This design comes from an exercise in tuning for small area, a short achievable clock period and few clock cycles on the open sky130 flow, not from production work.
The RTL was checked by simulation tests, not by an equivalence proof against the original design.

Setup of oak:
==> flow/design.v <==
`timescale 1ns / 1ps
package mexp_pkg;
	localparam int unsigned FIELD_BITS = 32;
endpackage
`timescale 1ns / 1ps
module mexp_unit #(
	parameter int W = 32
) (
	input  logic         bit_i,
	input  logic [W-1:0] r_i,
	input  logic [W-1:0] a_i,
	input  logic [W-1:0] m_i,
	output logic [W-1:0] y_o
);
	localparam int X = W + 3;
	logic [X-1:0] r2, p, nm1, nm2;
	logic [X-1:0] s1, c1, s2, c2;
	logic [X-1:0] t, x1, x2;
	assign r2  = {2'b00, r_i, 1'b0};
	assign p   = bit_i ? {3'b000, a_i} : '0;
	assign nm1 = ~{3'b000, m_i};
	assign nm2 = ~{2'b00, m_i, 1'b0};
	assign s1 = r2 ^ p ^ nm1;
	assign c1 = {((r2 & p) | (r2 & nm1) | (p & nm1)), 1'b1};
	assign s2 = r2 ^ p ^ nm2;
	assign c2 = {((r2 & p) | (r2 & nm2) | (p & nm2)), 1'b1};
	assign t  = r2 + p;
	assign x1 = s1 + c1;
	assign x2 = s2 + c2;
	always_comb begin
		if (!x2[X-1]) begin
			y_o = x2[W-1:0];
		end else if (!x1[X-1]) begin
			y_o = x1[W-1:0];
		end else begin
			y_o = t[W-1:0];
		end
	end
endmodule
`timescale 1ns / 1ps
module modular_exponentiation #(
	parameter int OPERAND_BITS = 32
) (
	input  logic        clk,
	input  logic        arst_n,
	input  logic        s_tvalid,
	output logic        s_tready,
	input  logic [95:0] s_tdata,
	output logic        m_tvalid,
	input  logic        m_tready,
	output logic [31:0] m_tdata,
	output logic        m_tuser
);
	localparam int W = OPERAND_BITS;
	typedef enum logic [2:0] {
		S_IDLE = 3'd0,
		S_CHK  = 3'd1,
		S_SKIP = 3'd2,
		S_RUN  = 3'd3,
		S_FRST = 3'd6,
		S_DONE = 3'd4,
		S_OUT  = 3'd5
	} seq_state_t;
	seq_state_t   state_q;
	logic [W-1:0] mod_q;
	logic [W-1:0] acc_q;
	logic [W-1:0] r_q;
	logic         bit_q;
	logic         sq_q;
	logic [4:0]   cnt_q;
	logic [4:0]   eidx_q;
	logic         err_q;
	logic [W-1:0] in_b;
	logic [W-1:0] in_e;
	logic [W-1:0] step;
	logic         ebit;
	logic         last;
	assign in_b = s_tdata[31:0];
	assign in_e = s_tdata[63:32];
	assign ebit = in_e[eidx_q];
	assign last = (cnt_q == 5'd0);
	mexp_unit #(
		.W(W)
	) u_unit (
		.bit_i(bit_q),
		.r_i  (r_q),
		.a_i  (acc_q),
		.m_i  (mod_q),
		.y_o  (step)
	);
	always_ff @(posedge clk) begin
		mod_q <= s_tdata[95:64];
	end
	always_ff @(posedge clk or negedge arst_n) begin
		if (!arst_n) begin
			state_q <= S_IDLE;
		end else begin
			unique case (state_q)
				S_IDLE: begin
					if (s_tvalid) begin
						state_q <= S_CHK;
					end
				end
				S_CHK: begin
					if (mod_q == '0 || in_e == '0) begin
						state_q <= S_DONE;
					end else begin
						state_q <= S_SKIP;
					end
				end
				S_SKIP: begin
					if (ebit) begin
						state_q <= S_FRST;
					end
				end
				S_FRST: begin
					state_q <= S_RUN;
				end
				S_RUN: begin
					if (last) begin
						if (!(sq_q && ebit) && eidx_q == 5'd0) begin
							state_q <= S_DONE;
						end else begin
							state_q <= S_FRST;
						end
					end
				end
				S_DONE: begin
					state_q <= S_OUT;
				end
				S_OUT: begin
					if (m_tready) begin
						state_q <= s_tvalid ? S_CHK : S_IDLE;
					end
				end
				default: begin
					state_q <= S_IDLE;
				end
			endcase
		end
	end
	always_ff @(posedge clk) begin
		if (state_q == S_RUN) begin
			r_q <= step;
		end else if (state_q == S_FRST && (sq_q ? acc_q[W-1] : in_b[W-1])) begin
			r_q <= acc_q;
		end else begin
			r_q <= '0;
		end
	end
	always_ff @(posedge clk) begin
		unique case (state_q)
			S_CHK: begin
				err_q  <= (mod_q == '0);
				acc_q  <= (mod_q == '0) ? W'(0) : W'(1);
				eidx_q <= 5'd31;
			end
			S_SKIP: begin
				sq_q  <= 1'b0;
				if (!ebit) begin
					eidx_q <= eidx_q - 5'd1;
				end
			end
			S_FRST: begin
				cnt_q <= 5'd30;
				bit_q <= sq_q ? acc_q[W-2] : in_b[W-2];
			end
			S_RUN: begin
				if (!last) begin
					cnt_q <= cnt_q - 5'd1;
					bit_q <= sq_q ? acc_q[cnt_q - 5'd1] : in_b[cnt_q - 5'd1];
				end else begin
					acc_q <= step;
					if (sq_q && ebit) begin
						sq_q  <= 1'b0;
					end else begin
						sq_q   <= 1'b1;
						eidx_q <= eidx_q - 5'd1;
					end
				end
			end
			default: begin
			end
		endcase
	end
	assign s_tready = (state_q == S_DONE);
	assign m_tvalid = (state_q == S_OUT);
	assign m_tdata  = acc_q;
	assign m_tuser  = err_q;
endmodule
==> flow/config.mk <==
export PLATFORM = sky130hd
export DESIGN_NAME = modular_exponentiation
export DESIGN_NICKNAME = modular_exponentiation
export VERILOG_FILES = /design/flow/design.v
export SDC_FILE = /design/flow/constraint.sdc
export NUM_CORES = 4
export LEC_CHECK = 0
export ABC_AREA = 1
export CAP_MARGIN = 20
export CORE_MARGIN = 2
export CORE_UTILIZATION = 40
export SETUP_SLACK_MARGIN = 2.5
export SLEW_MARGIN = 20
export TNS_END_PERCENT = 100
==> flow/constraint.sdc <==
create_clock -name core_clock -period 7.0 [get_ports {clk}]
set_input_delay 1.4000 -clock core_clock [delete_from_list [all_inputs] [get_ports {clk}]]
set_output_delay 1.4000 -clock core_clock [all_outputs]
set_load 0.01 [all_outputs]
run.sh (not shown) runs the stock make flow with config.mk's settings and CLKGATE_MAP_FILE= SYNTH_SCRIPT=/design/flow/synth_recipe.tcl, a recipe that flattens the netlist after the stock synthesis.
oak: no failed stages, no open violations at the end
Testbench counts of oak, summed over its fixed seeds: cycles 282,571.
Changes in maple relative to oak:
-- flow/design.v --
<<< oak, line 58
		S_SKIP = 3'd2,
		S_RUN  = 3'd3,
		S_FRST = 3'd6,
		S_DONE = 3'd4,
		S_OUT  = 3'd5
>>> maple, line 58
		S_SKIP = 3'd2,
		S_RUN  = 3'd3,
		S_DONE = 3'd4,
		S_OUT  = 3'd5
<<< oak, line 111
				S_SKIP: begin
					if (ebit) begin
						state_q <= S_FRST;
					end
				end
				S_FRST: begin
					state_q <= S_RUN;
				end
				S_RUN: begin
					if (last) begin
						if (!(sq_q && ebit) && eidx_q == 5'd0) begin
							state_q <= S_DONE;
						end else begin
							state_q <= S_FRST;
						end
					end
				end
>>> maple, line 110
				S_SKIP: begin
					if (ebit) begin
						state_q <= S_RUN;
					end
				end
				S_RUN: begin
					if (last && !(sq_q && ebit) && eidx_q == 5'd0) begin
						state_q <= S_DONE;
					end
				end
<<< oak, line 141
	end
	always_ff @(posedge clk) begin
		if (state_q == S_RUN) begin
			r_q <= step;
		end else if (state_q == S_FRST && (sq_q ? acc_q[W-1] : in_b[W-1])) begin
			r_q <= acc_q;
		end else begin
			r_q <= '0;
>>> maple, line 133
	end
	always_ff @(posedge clk) begin
		if (state_q == S_RUN && !last) begin
			r_q <= step;
		end else begin
			r_q <= '0;
<<< oak, line 158
			S_SKIP: begin
				sq_q  <= 1'b0;
				if (!ebit) begin
					eidx_q <= eidx_q - 5'd1;
				end
			end
			S_FRST: begin
				cnt_q <= 5'd30;
				bit_q <= sq_q ? acc_q[W-2] : in_b[W-2];
			end
			S_RUN: begin
>>> maple, line 148
			S_SKIP: begin
				sq_q  <= 1'b0;
				cnt_q <= 5'd31;
				bit_q <= in_b[W-1];
				if (!ebit) begin
					eidx_q <= eidx_q - 5'd1;
				end
			end
			S_RUN: begin
<<< oak, line 172
				end else begin
					acc_q <= step;
					if (sq_q && ebit) begin
						sq_q  <= 1'b0;
					end else begin
						sq_q   <= 1'b1;
						eidx_q <= eidx_q - 5'd1;
					end
>>> maple, line 160
				end else begin
					acc_q <= step;
					cnt_q <= 5'd31;
					if (sq_q && ebit) begin
						sq_q  <= 1'b0;
						bit_q <= in_b[W-1];
					end else begin
						sq_q   <= 1'b1;
						bit_q  <= step[W-1];
						eidx_q <= eidx_q - 5'd1;
					end
==> comparison <==
[maple] number of standard cells in the layout, taps in and fillers out fell 5.4% relative to oak. Summary: with oak as the reference, placeable core area in maple moved down by a few percent. Changes observed in maple relative to oak: starting utilization of the core area comparable, sequential share of layout area rose by 0.30 points, final routed wire length divided by cell count climbed 6.1%. Number of buffer and inverter instances along the worst setup path, oak and maple, higher one = oak. Compared with oak, in maple critical path depth climbed 2; largest fanout on the critical path dropped 16. When the final numbers for oak and maple were put side by side, the worst hold slack turned out to be smaller in maple. Lower minimum setup slack in the final design was reported by oak, not maple.
Testbench counts of maple, summed over its fixed seeds: cycles 282,571.

[re-timing with driven ports]
The results above use ideal ports. As a check the final layouts listed here were re-extracted and re-timed, cells and wires unchanged.
Step 1, drivers: a clkbuf_16 drives clk and a buf_2 each remaining input, both assumed.
Step 2 adds t to the input delays and takes it off the output delays; t is the mean of the earliest and latest rising clock arrival at the registers after step 1. Input paths then give back, and output paths get back, about the clock's delay inside the block.
Three values: ideal, step 1, step 2; two values: the first two.
run	t, ns	slack for setup (ns)	worst register clock-pin slew, ns	worst data-port slew with drivers (ns)	cell pins on the clock port's net
oak	0.421	2.815 / 2.815 / 2.815	0.09 / 0.09	0.05	1
maple	0.427	2.915 / 2.915 / 2.915	0.09 / 0.09	0.09	1
After both steps every run listed still meets setup and hold.
